Context: an optimization exercise on an open-source flow, tuned for small area, a short achievable clock period and few clock cycles. The choices shown serve that exercise and are no tape-out recipe. Only simulation tests tie the RTL to the original design; equivalence was not proved. The flow treats the clock pin as an ideal source, which a real chip does not have.

Setup of job 101:
==> flow/design.v <==
package clock_sync_pkg;
	typedef logic [15:0] stamp_t;
	typedef struct packed {
		logic [8-1:0] addr;
		logic [7:0]                data;
		logic                      we;
	} mbox_wr_t;
	typedef struct packed {
		stamp_t tx;
		stamp_t rx;
	} snapshot_t;
	typedef logic [4-1:0] node_mask_t;
	typedef struct packed {
		node_mask_t rx_ok;
		node_mask_t sync_ok;
		node_mask_t slave_rdy;
		node_mask_t scope_trigger;
	} node_status_t;
	typedef struct packed {
		stamp_t offset;
		stamp_t delay;
	} node_result_t;
	typedef node_result_t [4-1:0] result_array_t;
	typedef logic [2+1:0] stamp_addr_t;
endpackage
`timescale 1ns/1ps
module local_counter (
	input  logic                      clk_i,
	input  logic                      arst_n_i,
	input  logic [1:0]                snapshot_req_i,
	output clock_sync_pkg::stamp_t    count_o,
	output logic                      cycle_start_o,
	output logic [7:0]                snap_tx_n_o,
	output logic [7:0]                snap_rx_o
);
	logic [7:0] count;
	assign cycle_start_o = (count == 8'd199);
	assign count_o = {8'd0, count};
	always_ff @(posedge clk_i or negedge arst_n_i) begin
		if (!arst_n_i) begin
			count <= '0;
		end else begin
			count <= cycle_start_o ? 8'd0 : count + 8'd1;
		end
	end
	always_ff @(posedge clk_i or negedge arst_n_i) begin
		if (!arst_n_i) begin
			snap_tx_n_o <= '1;
			snap_rx_o <= '0;
		end else begin
			if (snapshot_req_i[0]) begin
				snap_tx_n_o <= ~count;
			end
			if (snapshot_req_i[1]) begin
				snap_rx_o <= count;
			end
		end
	end
endmodule
`timescale 1ns/1ps
module timestamp_store (
	input  logic                         clk_i,
	input  logic                         arst_n_i,
	input  logic [7:0]                   mbox_addr_i,
	input  logic [7:0]                   mbox_data_i,
	input  logic                         mbox_we_i,
	input  logic                         cycle_take_i,
	output logic [16*14-1:0]             stamps_o,
	output clock_sync_pkg::node_status_t status_next_o
);
	logic [7:0] stamp_lo [14];
	logic [7:0] stamp_hi [14];
	logic [2:0] flags [4];
	logic [3:0] rdy1;
	logic [3:0] rdy2;
	logic [3:0] chain_ok;
	logic [3:0] lo_hit;
	logic [3:0] hi_hit;
	logic [3:0] flag_hit;
	logic [15:0] lo_en;
	logic [15:0] hi_en;
	always_comb begin
		for (int n = 0; n < 4; n++) begin
			flag_hit[n] = mbox_we_i && (mbox_addr_i == 8'(16 + 16 * n + 2));
			for (int k = 0; k < 4; k++) begin
				lo_en[4 * n + k] = mbox_we_i && (mbox_addr_i == 8'(16 + 16 * n + 4 + 2 * k));
				hi_en[4 * n + k] = mbox_we_i && (mbox_addr_i == 8'(16 + 16 * n + 5 + 2 * k));
			end
			lo_hit[n] = |lo_en[4 * n +: 4];
			hi_hit[n] = |hi_en[4 * n +: 4];
		end
	end
	assign chain_ok = {rdy1[2:0] & rdy2[2:0], 1'b1};
	always_comb begin
		status_next_o = '0;
		for (int n = 0; n < 4; n++) begin
			status_next_o.rx_ok[n] = rdy1[n] & rdy2[n];
			status_next_o.sync_ok[n] = status_next_o.rx_ok[n] & flags[n][0];
			status_next_o.slave_rdy[n] = status_next_o.sync_ok[n] & flags[n][1];
			status_next_o.scope_trigger[n] = status_next_o.rx_ok[n] & flags[n][2];
		end
	end
	always_ff @(posedge clk_i or negedge arst_n_i) begin
		if (!arst_n_i) begin
			rdy1 <= '0;
			rdy2 <= '0;
			for (int n = 0; n < 4; n++) begin
				flags[n] <= '0;
			end
		end else if (cycle_take_i) begin
			rdy1 <= '0;
			rdy2 <= '0;
			for (int n = 0; n < 4; n++) begin
				flags[n] <= '0;
			end
		end else begin
			rdy1 <= rdy1 | (lo_hit & chain_ok);
			rdy2 <= rdy2 | (hi_hit & chain_ok & rdy1);
			for (int n = 0; n < 4; n++) begin
				if (flag_hit[n]) begin
					flags[n] <= mbox_data_i[2:0];
				end
			end
		end
	end
	always_ff @(posedge clk_i or negedge arst_n_i) begin
		if (!arst_n_i) begin
			for (int i = 0; i < 14; i++) begin
				stamp_lo[i] <= (i % 4 == 2) ? 8'hff : 8'h00;
				stamp_hi[i] <= (i % 4 == 2) ? 8'hff : 8'h00;
			end
		end else begin
			for (int i = 0; i < 14; i++) begin
				if (lo_en[i]) begin
					stamp_lo[i] <= (i % 4 == 2) ? ~mbox_data_i : mbox_data_i;
				end
				if (hi_en[i]) begin
					stamp_hi[i] <= (i % 4 == 2) ? ~mbox_data_i : mbox_data_i;
				end
			end
		end
	end
	always_comb begin
		for (int i = 0; i < 14; i++) begin
			stamps_o[16 * i +: 16] = {stamp_hi[i], stamp_lo[i]};
		end
	end
endmodule
`timescale 1ns/1ps
module offset_delay_calc (
	input  logic                          clk_i,
	input  logic                          arst_n_i,
	input  logic                          cycle_start_i,
	input  logic [7:0]                    snap_tx_n_i,
	input  logic [7:0]                    snap_rx_i,
	input  logic [16*14-1:0]              stamps_i,
	input  clock_sync_pkg::node_status_t  status_next_i,
	output logic                          cycle_take_o,
	output logic [4*32-1:0]     results_o,
	output clock_sync_pkg::node_status_t  status_o,
	output logic                          result_req_o,
	input  logic                          result_ack_i
);
	logic release_q;
	logic [4*32-1:0] results_next;
	assign cycle_take_o = cycle_start_i && !result_req_o && !release_q;
	function automatic logic [15:0] cpa(input logic [15:0] x, input logic [15:0] y);
		logic [15:0] g, p, gn, pn, h;
		g = x & y;
		p = x ^ y;
		h = p;
		for (int l = 0; l < 4; l++) begin
			gn = g; pn = p;
			for (int i = 0; i < 16; i++) begin
				if ((i % (2 << l)) == (2 << l) - 1) begin
					gn[i] = g[i] | (p[i] & g[i - (1 << l)]);
					pn[i] = p[i] & p[i - (1 << l)];
				end
			end
			g = gn; p = pn;
		end
		for (int l = 2; l >= 0; l--) begin
			gn = g; pn = p;
			for (int i = 0; i < 16; i++) begin
				if (i >= (2 << l) && ((i + 1) % (2 << l)) == (1 << l)) begin
					gn[i] = g[i] | (p[i] & g[i - (1 << l)]);
					pn[i] = p[i] & p[i - (1 << l)];
				end
			end
			g = gn; p = pn;
		end
		cpa = h ^ {g[14:0], 1'b0};
	endfunction
	function automatic logic [15:0] csa_s(input logic [15:0] x, input logic [15:0] y,
			input logic [15:0] z);
		csa_s = x ^ y ^ z;
	endfunction
	function automatic logic [15:0] csa_c(input logic [15:0] x, input logic [15:0] y,
			input logic [15:0] z, input logic cin);
		csa_c = {(x[14:0] & y[14:0]) | (x[14:0] & z[14:0]) | (y[14:0] & z[14:0]), cin};
	endfunction
	always_comb begin
		for (int k = 0; k < 4; k++) begin
			logic [15:0] t0, t1, an, b, s1, c1, s2, c2;
			t0 = stamps_i[16 * (4 * k) +: 16];
			t1 = stamps_i[16 * (4 * k + 1) +: 16];
			if (k == 0) begin
				an = {8'hff, snap_tx_n_i};
				b = {8'd0, snap_rx_i};
			end else begin
				an = stamps_i[16 * (4 * k - 2) +: 16];
				b = stamps_i[16 * (4 * k - 1) +: 16];
			end
			s1 = csa_s(t0, an, b);
			c1 = csa_c(t0, an, b, 1'b1);
			s2 = csa_s(s1, c1, ~t1);
			c2 = csa_c(s1, c1, ~t1, 1'b1);
			results_next[32 * k +: 16] = cpa(s2, c2);
			s1 = csa_s(t0, an, t1);
			c1 = csa_c(t0, an, t1, 1'b1);
			s2 = csa_s(s1, c1, ~b);
			c2 = csa_c(s1, c1, ~b, 1'b1);
			results_next[32 * k + 16 +: 16] = cpa(s2, c2);
		end
	end
	always_ff @(posedge clk_i) begin
		if (cycle_take_o) begin
			results_o <= results_next;
			status_o <= status_next_i;
		end
	end
	always_ff @(posedge clk_i or negedge arst_n_i) begin
		if (!arst_n_i) begin
			result_req_o <= 1'b0;
			release_q <= 1'b0;
		end else if (cycle_take_o) begin
			result_req_o <= 1'b1;
		end else if (result_req_o) begin
			if (result_ack_i) begin
				result_req_o <= 1'b0;
				release_q <= 1'b1;
			end
		end else if (release_q) begin
			if (!result_ack_i) begin
				release_q <= 1'b0;
			end
		end
	end
endmodule
`timescale 1ns/1ps
module clock_sync_top (
	input  logic                          clk_i,
	input  logic                          arst_n_i,
	input  logic [7:0]                    mbox_addr_i,
	input  logic [7:0]                    mbox_data_i,
	input  logic                          mbox_we_i,
	input  logic [1:0]                    snapshot_req_i,
	output logic [15:0]                   local_count_o,
	output logic [127:0]                  results_o,
	output logic [15:0]                   status_o,
	output logic                          result_req_o,
	input  logic                          result_ack_i
);
	logic cycle_start;
	logic cycle_take;
	logic [7:0] snap_tx_n;
	logic [7:0] snap_rx;
	logic [16*14-1:0] stamps;
	clock_sync_pkg::node_status_t status_next;
	local_counter u_local_counter (
		.clk_i          (clk_i),
		.arst_n_i       (arst_n_i),
		.snapshot_req_i (snapshot_req_i),
		.count_o        (local_count_o),
		.cycle_start_o  (cycle_start),
		.snap_tx_n_o    (snap_tx_n),
		.snap_rx_o      (snap_rx)
	);
	timestamp_store u_timestamp_store (
		.clk_i         (clk_i),
		.arst_n_i      (arst_n_i),
		.mbox_addr_i   (mbox_addr_i),
		.mbox_data_i   (mbox_data_i),
		.mbox_we_i     (mbox_we_i),
		.cycle_take_i  (cycle_take),
		.stamps_o      (stamps),
		.status_next_o (status_next)
	);
	offset_delay_calc u_offset_delay_calc (
		.clk_i         (clk_i),
		.arst_n_i      (arst_n_i),
		.cycle_start_i (cycle_start),
		.snap_tx_n_i   (snap_tx_n),
		.snap_rx_i     (snap_rx),
		.stamps_i      (stamps),
		.status_next_i (status_next),
		.cycle_take_o  (cycle_take),
		.results_o     (results_o),
		.status_o      (status_o),
		.result_req_o  (result_req_o),
		.result_ack_i  (result_ack_i)
	);
endmodule
export LEC_CHECK = 0
export CAP_MARGIN = 20
export CORE_MARGIN = 2
export CORE_UTILIZATION = 65
export CTS_BUF_LIST = sky130_fd_sc_hd__clkbuf_8
export CTS_CLUSTER_DIAMETER = 80
export CTS_CLUSTER_SIZE = 16
export PLACE_DENSITY = 0.8
export SLEW_MARGIN = 20
create_clock -name core_clock -period 9.0 [get_ports {clk_i}]
standard.sh (not shown) runs the stock make flow with config.mk's settings and CLKGATE_MAP_FILE= SYNTH_SCRIPT=/design/flow/synth_recipe.tcl, a recipe that flattens the netlist after the stock synthesis.
==> flow/flow/run.sh <==
#!/bin/bash
# The standard layout (standard.sh, standard synthesis included), with these changes:
#  - the port buffers are plain buf_1 cells instead of the resizer's default pick;
#  - timing repair may resize cells across footprints and aims at a setup slack of 5.3 ns;
#  - after clock tree synthesis, flow/skew.tcl moves the result registers behind one extra
#    clock buffer pair per group of at most 8 registers (useful skew: the stamp -> result
#    register paths gain, the result -> output paths lose), repairs timing again, and then
#    repairs the other paths towards 5.9 ns while the logic in front of the result registers
#    is held unchanged.
# make's own output goes to flow_make.log; each ORFS step logs to orfs/logs/.
set -euo pipefail
here=$(pwd)
bash standard.sh finish \
  MATCH_CELL_FOOTPRINT=0 SETUP_SLACK_MARGIN=5.3 \
  "BUFFER_PORTS_ARGS=-buffer_cell sky130_fd_sc_hd__buf_1" \
  POST_CTS_TCL=$here/flow/skew.tcl \
  SKEW_BUF_CELL=sky130_fd_sc_hd__clkbuf_4 SKEW_PRE_CELL=sky130_fd_sc_hd__dlygate4sd1_1 \
  SKEW_OTHER_MARGIN=5.9 \
  > flow_make.log 2>&1
==> flow/flow/skew.tcl <==
# Useful skew for the stamp -> result paths. After clock tree synthesis, the result registers
# under each leaf clock net are moved, in groups of at most SKEW_MAX_FANOUT (8), behind one
# extra clock buffer driven by that leaf net,
# so they capture a little later than the stamp registers launch. Only the register-to-
# register paths into the result registers gain; their paths to the outputs lose. With
# SKEW_PRE_CELL set, a second, smaller buffer drives the extra buffer, for a longer delay.
set block [ord::get_db_block]
set master [[ord::get_db] findMaster $::env(SKEW_BUF_CELL)]
array set groups {}
foreach inst [$block getInsts] {
  if { [string match "u_offset_delay_calc.results_o*" [$inst getName]] } {
    set it [$inst findITerm CLK]
    lappend groups([[$it getNet] getName]) $it
  }
}
# at most SKEW_MAX_FANOUT registers behind each extra buffer, taken in order along x
set max_fanout 8
if { [info exists ::env(SKEW_MAX_FANOUT)] } {
  set max_fanout $::env(SKEW_MAX_FANOUT)
}
array set chunks {}
set c 0
foreach leaf [lsort [array names groups]] {
  set sorted [lsort -integer -index 0 [lmap it $groups($leaf) {
    list [lindex [[$it getInst] getLocation] 0] $it
  }]]
  set n [llength $sorted]
  set parts [expr { ($n + $max_fanout - 1) / $max_fanout }]
  set size [expr { ($n + $parts - 1) / $parts }]
  for { set i 0 } { $i < $n } { incr i $size } {
    set chunks($c) [list $leaf [lmap x [lrange $sorted $i [expr { $i + $size - 1 }]] { lindex $x 1 }]]
    incr c
  }
}
set k 0
foreach c [lsort -integer [array names chunks]] {
  lassign $chunks($c) leaf its
  set buf [odb::dbInst_create $block $master skew_buf_$k]
  set net [odb::dbNet_create $block clknet_skew_$k]
  $net setSigType CLOCK
  if { [info exists ::env(SKEW_PRE_CELL)] && $::env(SKEW_PRE_CELL) != "" } {
    set pre [odb::dbInst_create $block [[ord::get_db] findMaster $::env(SKEW_PRE_CELL)] skew_pre_$k]
    set mid [odb::dbNet_create $block clknet_skew_pre_$k]
    $mid setSigType CLOCK
    [$pre findITerm A] connect [$block findNet $leaf]
    [$pre findITerm X] connect $mid
    [$buf findITerm A] connect $mid
  } else {
    set pre ""
    [$buf findITerm A] connect [$block findNet $leaf]
  }
  [$buf findITerm X] connect $net
  set sx 0
  set sy 0
  foreach it $its {
    $it disconnect
    $it connect $net
    set loc [[$it getInst] getLocation]
    incr sx [lindex $loc 0]
    incr sy [lindex $loc 1]
  }
  set n [llength $its]
  $buf setLocation [expr { $sx / $n }] [expr { $sy / $n }]
  $buf setPlacementStatus PLACED
  if { $pre != "" } {
    $pre setLocation [expr { $sx / $n }] [expr { $sy / $n }]
    $pre setPlacementStatus PLACED
  }
  puts "skew: $n result registers under $leaf now behind skew_buf_$k"
  incr k
}
detailed_placement
estimate_parasitics -placement
# repair with the flow's setup margin, or with SKEW_REPAIR_MARGIN when that is set
set saved_margin $::env(SETUP_SLACK_MARGIN)
if { [info exists ::env(SKEW_REPAIR_MARGIN)] } {
  set ::env(SETUP_SLACK_MARGIN) $::env(SKEW_REPAIR_MARGIN)
}
repair_timing_helper
set ::env(SETUP_SLACK_MARGIN) $saved_margin
# with SKEW_OTHER_MARGIN set, one more repair towards that margin that leaves the logic in
# front of the result registers alone (it is held by set_dont_touch during the repair)
if { [info exists ::env(SKEW_OTHER_MARGIN)] } {
  set front [get_fanin -to [get_pins u_offset_delay_calc.results_o*/D] -only_cells -flat]
  set_dont_touch $front
  repair_timing -setup -setup_margin $::env(SKEW_OTHER_MARGIN) -repair_tns 100 -verbose
  unset_dont_touch $front
}
detailed_placement
check_placement -verbose
Job 101: all stages complete, timing, DRC and antenna checks passed
Testbench counts of job 101, summed over its fixed seeds: cycles 240.
Modified inputs, job 102 compared to job 101
==> flow/flow/run.sh <==
#!/bin/bash
set -euo pipefail
here=$(pwd)
bash standard.sh finish \
  MATCH_CELL_FOOTPRINT=0 SETUP_SLACK_MARGIN=5.3 \
  "BUFFER_PORTS_ARGS=-buffer_cell sky130_fd_sc_hd__buf_1" \
  POST_CTS_TCL=$here/flow/skew.tcl SKEW_BUF_CELL=sky130_fd_sc_hd__clkbuf_4 SKEW_PRE_CELL=sky130_fd_sc_hd__clkbuf_1 SKEW_OTHER_MARGIN=5.9 \
  > flow_make.log 2>&1
--- a/flow/flow/skew.tcl
+++ b/flow/flow/skew.tcl
@@ -83,3 +83,3 @@
 if { [info exists ::env(SKEW_OTHER_MARGIN)] } {
-  set front [get_fanin -to [get_pins u_offset_delay_calc.results_o*/D] -only_cells -flat]
+  set front [get_cells -of_objects [all_fanin -flat -to [get_pins u_offset_delay_calc.results_o*/D]]]
   set_dont_touch $front
Notes after the runs:
clock tree synthesis (4_1_cts): job 102 exited with error
Delta (job 102 minus job 101): fraction of the mapped netlist area in compound gates held; total half-perimeter wirelength after legalization and detailed placement held; simple-gate share of the synthesized area held; number of library cell types mapped by synthesis held.
The inputs of job 103 differ from those of job 102 as listed below.
==> flow/flow/run.sh <==
#!/bin/bash
set -euo pipefail
here=$(pwd)
bash standard.sh finish \
  MATCH_CELL_FOOTPRINT=0 SETUP_SLACK_MARGIN=5.3 \
  "BUFFER_PORTS_ARGS=-buffer_cell sky130_fd_sc_hd__buf_1" \
  POST_CTS_TCL=$here/flow/skew.tcl SKEW_BUF_CELL=sky130_fd_sc_hd__clkbuf_4 SKEW_PRE_CELL=sky130_fd_sc_hd__clkbuf_1 \
  > flow_make.log 2>&1
--- a/flow/flow/skew.tcl
+++ b/flow/flow/skew.tcl
@@ -73,17 +73,3 @@
 estimate_parasitics -placement
-# repair with the flow's setup margin, or with SKEW_REPAIR_MARGIN when that is set
-set saved_margin $::env(SETUP_SLACK_MARGIN)
-if { [info exists ::env(SKEW_REPAIR_MARGIN)] } {
-  set ::env(SETUP_SLACK_MARGIN) $::env(SKEW_REPAIR_MARGIN)
-}
 repair_timing_helper
-set ::env(SETUP_SLACK_MARGIN) $saved_margin
-# with SKEW_OTHER_MARGIN set, one more repair towards that margin that leaves the logic in
-# front of the result registers alone (it is held by set_dont_touch during the repair)
-if { [info exists ::env(SKEW_OTHER_MARGIN)] } {
-  set front [get_cells -of_objects [all_fanin -flat -to [get_pins u_offset_delay_calc.results_o*/D]]]
-  set_dont_touch $front
-  repair_timing -setup -setup_margin $::env(SKEW_OTHER_MARGIN) -repair_tns 100 -verbose
-  unset_dont_touch $front
-}
 detailed_placement
==> notes.md <==
Job 103: no failed stages, no open violations at the end
Number of enable-type register cells in the synthesized netlist: job 103 vs job 102 identical
Multiplexer share of the synthesized area across job 103 and job 102: no real change.
Any difference in number of distinct library cells after synthesis between job 102 and job 103 is small enough to ignore.

==> what the ideal ports hide <==
In the flow no input, the clock included, has a driving cell. The finished layouts below were timed again as built, in two steps.
Step 1 sets driving cells, clkbuf_16 on the clock port and buf_2 on the other inputs (assumed; they add their load-dependent delay and slew).
Step 2, shift: input delay + t, output delay - t, t = (earliest + latest rising clock arrival at the registers) / 2. This alone moves slack from input paths to output paths.
Three values: no drivers, after step 1, after step 2; two values: the first two.
| run | t, ns | setup WS [ns] | clock arrival spread, ns | worst data-port slew with drivers (ns) | cell pins on the clock port's net |
|---|---|---|---|---|---|
| job 101 | 0.869 | 5.595 / 5.542 / 4.857 | 0.418 / 0.418 | 0.12 | 1 |
| job 103 | 0.819 | 5.529 / 5.529 / 4.786 | 0.319 / 0.320 | 0.10 | 1 |
In job 101 and job 103 the clock reaches the registers at very different times; t lies between them, and the last value is a rough guide only. For job 103, which loses most, drivers alone change the setup slack by 0.000 ns; drivers and shift together by -0.743 ns.
